What follows belongs to an exercise in optimizing a design on an open flow for small area; a production flow would make more cautious choices. In this exercise RTL edits were held to simulation tests only and were not proved equivalent to the original. No driver is modelled on the clock port, so clocking that relies on it looks cheaper here than on a real chip. No activity file was given, so power comes from the tool's default toggle rates.

Setup of exp/violet:
Design image_capture_top, start of the top module:
module image_capture_top (
  input  logic          clk,
  input  logic          mem_reset,
  input  logic          trigger,
  input  logic [15:0]   height,       
  input  logic [28:0]   start_addr,   
  input  logic [25:0]   s_beat,       
  input  logic          s_valid,
  output logic          s_ready,
  output logic          frame_done,
  output logic          skipped,
  output logic          mem_wr_req,
  output logic [156:0]  mem_wr_cmd,   
  input  logic          mem_wr_ack,
  output logic          frame_written
);
For scale: about 3500 cells after synthesis, ~1800 flip-flops, ~240 I/O pins, roughly 52000 µm² of cells after synthesis.
clock: 4.5 ns
lec_check: 0
cap_margin: 20
core_margin: 2
core_utilization: 65
slew_margin: 20
standard.sh (not shown) runs the stock make flow with config.mk's settings and CLKGATE_MAP_FILE= SYNTH_SCRIPT=/design/flow/synth_recipe.tcl, a recipe that flattens the netlist after the stock synthesis.
==> flow/flow/run.sh <==
#!/bin/bash
# Standard ORFS layout with smaller port buffers, a clock tree without dummy loads,
# and a greedy downsizing pass after CTS (flow/downsize.tcl).
set -euo pipefail
export BUFFER_PORTS_ARGS="-buffer_cell sky130_fd_sc_hd__buf_1"
export CTS_ARGS="-sink_clustering_enable -repair_clock_nets -dont_use_dummy_load -buf_list sky130_fd_sc_hd__clkbuf_8 -sink_clustering_size 20 -sink_clustering_max_diameter 50"
export POST_CTS_TCL="$PWD/flow/downsize.tcl"
bash standard.sh > standard.log 2>&1
==> flow/flow/downsize.tcl <==
# Greedy downsizing after CTS: give each upsized cell the smallest cell of its family
# that keeps the worst setup slack above a margin and every slew and capacitance at
# least 20% inside its limit. Registers keep their type, only the drive changes.
set ds_margin 0.2
if { [info exists ::env(DOWNSIZE_MARGIN)] } { set ds_margin $::env(DOWNSIZE_MARGIN) }
proc ds_smaller { master } {
  if { ![regexp {^(sky130_fd_sc_hd__[a-z0-9]+)_([0-9]+)$} $master -> base drive] } { return {} }
  set area [get_property [get_lib_cells */$master] area]
  set out {}
  foreach d {0 1 2 3 4 6 8 12} {
    if { $d >= $drive } { break }
    set lc [get_lib_cells -quiet */${base}_$d]
    if { [llength $lc] > 0 && [get_property $lc area] < $area } { lappend out ${base}_$d }
  }
  return $out
}
# limits: the margins, or the starting values where those are already tighter
set ::ds_slack_min [expr {min($ds_margin * 1e-9, [sta::worst_slack_cmd max])}]
set ::ds_slew_min [expr {min(0.2, [sta::max_slew_check_slack_limit])}]
set ::ds_cap_min [expr {min(0.2, [sta::max_capacitance_check_slack_limit])}]
proc ds_ok { margin } {
  if { [sta::worst_slack_cmd max] < $::ds_slack_min } { return 0 }
  if { [sta::max_slew_check_slack_limit] < $::ds_slew_min } { return 0 }
  if { [sta::max_capacitance_check_slack_limit] < $::ds_cap_min } { return 0 }
  return 1
}
set tried 0
set done 0
foreach inst [get_cells *] {
  set name [get_full_name $inst]
  set master [get_property $inst ref_name]
  if { [regexp {clkbuf|clkinv|clkdly|tap|fill|decap|conb|diode} $master] } { continue }
  if { [string match "clk*" $name] } { continue }
  set cands [ds_smaller $master]
  if { [llength $cands] == 0 } { continue }
  incr tried
  set kept $master
  foreach c $cands {
    replace_cell $name $c
    if { [ds_ok $ds_margin] } { set kept $c; break }
  }
  if { $kept == $master } { replace_cell $name $master } else { incr done }
}
puts "downsize: $done of $tried cells made smaller"
exp/violet | status: complete | timing, DRC, antenna: pass
Inputs modified between exp/violet and exp/sierra:
==> flow/flow/run.sh <==
#!/bin/bash
# Standard ORFS layout with smaller port buffers, a clock tree without dummy loads,
# and a greedy downsizing pass after CTS (flow/downsize.tcl).
set -euo pipefail
export BUFFER_PORTS_ARGS="-buffer_cell sky130_fd_sc_hd__buf_1"
export CTS_ARGS="-sink_clustering_enable -repair_clock_nets -dont_use_dummy_load -buf_list sky130_fd_sc_hd__clkbuf_16 -sink_clustering_size 30 -sink_clustering_max_diameter 50"
export POST_CTS_TCL="$PWD/flow/downsize.tcl"
bash standard.sh > standard.log 2>&1
--- outcome ---
exp/violet reached the end of the flow, and the finished layout is clean on the timing, design-rule and antenna checks.
exp/sierra finished all stages; the layout is clean.
Antenna diode instance count for exp/sierra is lower than for exp/violet.
Between exp/sierra and exp/violet, it is exp/sierra whose first-pass GRT wire length is higher, by 0.93%.
Taking exp/violet as the reference, in exp/sierra clock-buffer cell count now sits lower, leakage power of the design now sits higher.
Hold slack, exp/sierra and exp/violet: lower on exp/violet
### exp/sierra -> exp/harbor
==> flow/flow/run.sh <==
#!/bin/bash
# Standard ORFS layout with smaller port buffers, a clock tree without dummy loads,
# and a greedy downsizing pass after CTS (flow/downsize.tcl).
set -euo pipefail
export BUFFER_PORTS_ARGS="-buffer_cell sky130_fd_sc_hd__buf_1"
export CTS_ARGS="-sink_clustering_enable -repair_clock_nets -dont_use_dummy_load -buf_list sky130_fd_sc_hd__clkbuf_8 -sink_clustering_size 20 -sink_clustering_max_diameter 50"
export POST_CTS_TCL="$PWD/flow/downsize.tcl"
bash standard.sh > standard.log 2>&1
diff --git a/flow/flow/downsize.tcl b/flow/flow/downsize.tcl
--- a/flow/flow/downsize.tcl
+++ b/flow/flow/downsize.tcl
@@ -15,12 +15,8 @@
   return $out
 }
-# limits: the margins, or the starting values where those are already tighter
-set ::ds_slack_min [expr {min($ds_margin * 1e-9, [sta::worst_slack_cmd max])}]
-set ::ds_slew_min [expr {min(0.2, [sta::max_slew_check_slack_limit])}]
-set ::ds_cap_min [expr {min(0.2, [sta::max_capacitance_check_slack_limit])}]
 proc ds_ok { margin } {
-  if { [sta::worst_slack_cmd max] < $::ds_slack_min } { return 0 }
-  if { [sta::max_slew_check_slack_limit] < $::ds_slew_min } { return 0 }
-  if { [sta::max_capacitance_check_slack_limit] < $::ds_cap_min } { return 0 }
+  if { [sta::worst_slack_cmd max] < [expr {$margin * 1e-9}] } { return 0 }
+  if { [sta::max_slew_check_slack_limit] < 0.2 } { return 0 }
+  if { [sta::max_capacitance_check_slack_limit] < 0.2 } { return 0 }
   return 1
 }
Findings:
Summary of exp/harbor over exp/sierra: global-route met3 utilization essentially unchanged; final clock period utilization by the worst path lower; highest clock rate has increased; logic depth of the worst path, buffers included lower. Between exp/harbor and exp/sierra, it is exp/harbor whose design area is lower, by 2.2%. exp/harbor ends up with higher worst setup slack than exp/sierra does. For the sequential share of cell area, exp/harbor came in 1.6 points higher than exp/sierra did. Delta (exp/harbor minus exp/sierra): count of placed standard cells in the final layout, fillers left out now sits at about the same level, leakage power now sits lower, layout buffer count excluding clock buffers now sits lower, wire length now sits lower.
## Diff of input files: exp/willow against exp/harbor
==> flow/flow/run.sh <==
#!/bin/bash
# Standard ORFS layout with smaller port buffers, a clock tree without dummy loads,
# and a greedy downsizing pass after CTS (flow/downsize.tcl).
set -euo pipefail
export BUFFER_PORTS_ARGS="-buffer_cell sky130_fd_sc_hd__buf_1"
export CTS_ARGS="-sink_clustering_enable -repair_clock_nets -dont_use_dummy_load -buf_list sky130_fd_sc_hd__clkbuf_8"
export POST_CTS_TCL="$PWD/flow/downsize.tcl"
bash standard.sh > standard.log 2>&1
diff --git a/flow/flow/downsize.tcl b/flow/flow/downsize.tcl
--- a/flow/flow/downsize.tcl
+++ b/flow/flow/downsize.tcl
@@ -15,8 +15,12 @@
   return $out
 }
+# limits: the margins, or the starting values where those are already tighter
+set ::ds_slack_min [expr {min($ds_margin * 1e-9, [sta::worst_slack_cmd max])}]
+set ::ds_slew_min [expr {min(0.2, [sta::max_slew_check_slack_limit])}]
+set ::ds_cap_min [expr {min(0.2, [sta::max_capacitance_check_slack_limit])}]
 proc ds_ok { margin } {
-  if { [sta::worst_slack_cmd max] < [expr {$margin * 1e-9}] } { return 0 }
-  if { [sta::max_slew_check_slack_limit] < 0.2 } { return 0 }
-  if { [sta::max_capacitance_check_slack_limit] < 0.2 } { return 0 }
+  if { [sta::worst_slack_cmd max] < $::ds_slack_min } { return 0 }
+  if { [sta::max_slew_check_slack_limit] < $::ds_slew_min } { return 0 }
+  if { [sta::max_capacitance_check_slack_limit] < $::ds_cap_min } { return 0 }
   return 1
 }
==> comparison <==
- Combined buffer and inverter count along the critical path, exp/willow and exp/harbor, lower one = exp/harbor.
- The final reports for exp/willow and exp/harbor show sum of internal, switching and leakage power higher in the former.
- exp/willow vs. exp/harbor: layout overhead on the synthesized area went up by 3.7 points.
- Row total net switching power: exp/willow higher / exp/harbor lower
- Reported for exp/willow and exp/harbor, synthesized-area fraction occupied by xor and xnor cells turned out identical to the last digit.
- Met3 global-route usage: exp/willow vs exp/harbor — no meaningful difference
- In exp/willow the setup slack turned out 0.90 ns lower than in exp/harbor.
- exp/willow vs. exp/harbor: power per standard cell area went up by about 6%.
- On sequential cell area, exp/harbor tracks exp/willow almost exactly.
- Relative to exp/harbor, the post-route cell area measured on exp/willow has increased by a few percent.

what the ideal ports hide:
In the flow no input, the clock included, has a driving cell. The finished layouts below were timed again as built, in two steps.
Step 1 assumes that a clkbuf_16 drives the clock port and a buf_2 every other input.
Step 2 also shifts input and output timing later by t, the mid clock arrival at the registers, as if the neighbouring blocks saw the same clock.
a / b / c = ideal / step 1 / step 2; a / b = the first two.
run | t, ns | slack for setup (ns) | hold WS [ns] | worst slew at a driven data input, ns
exp/violet | 0.840 | 0.475 / 0.475 / -0.149 | 0.225 / 0.183 / 0.292 | 0.07
exp/sierra | 0.764 | 0.402 / 0.402 / -0.210 | 0.288 / 0.255 / 0.288 | 0.09
exp/harbor | 0.838 | 1.295 / 1.295 / 0.733 | 0.223 / 0.182 / 0.293 | 0.07
exp/willow | 0.923 | 0.392 / 0.392 / -0.200 | 0.158 / 0.117 / 0.266 | 0.08
With both steps, setup timing fails in exp/violet, exp/sierra and exp/willow, where it was met with ideal ports. For exp/violet, which loses most, drivers alone change the setup slack by 0.000 ns; drivers and shift together by -0.624 ns.
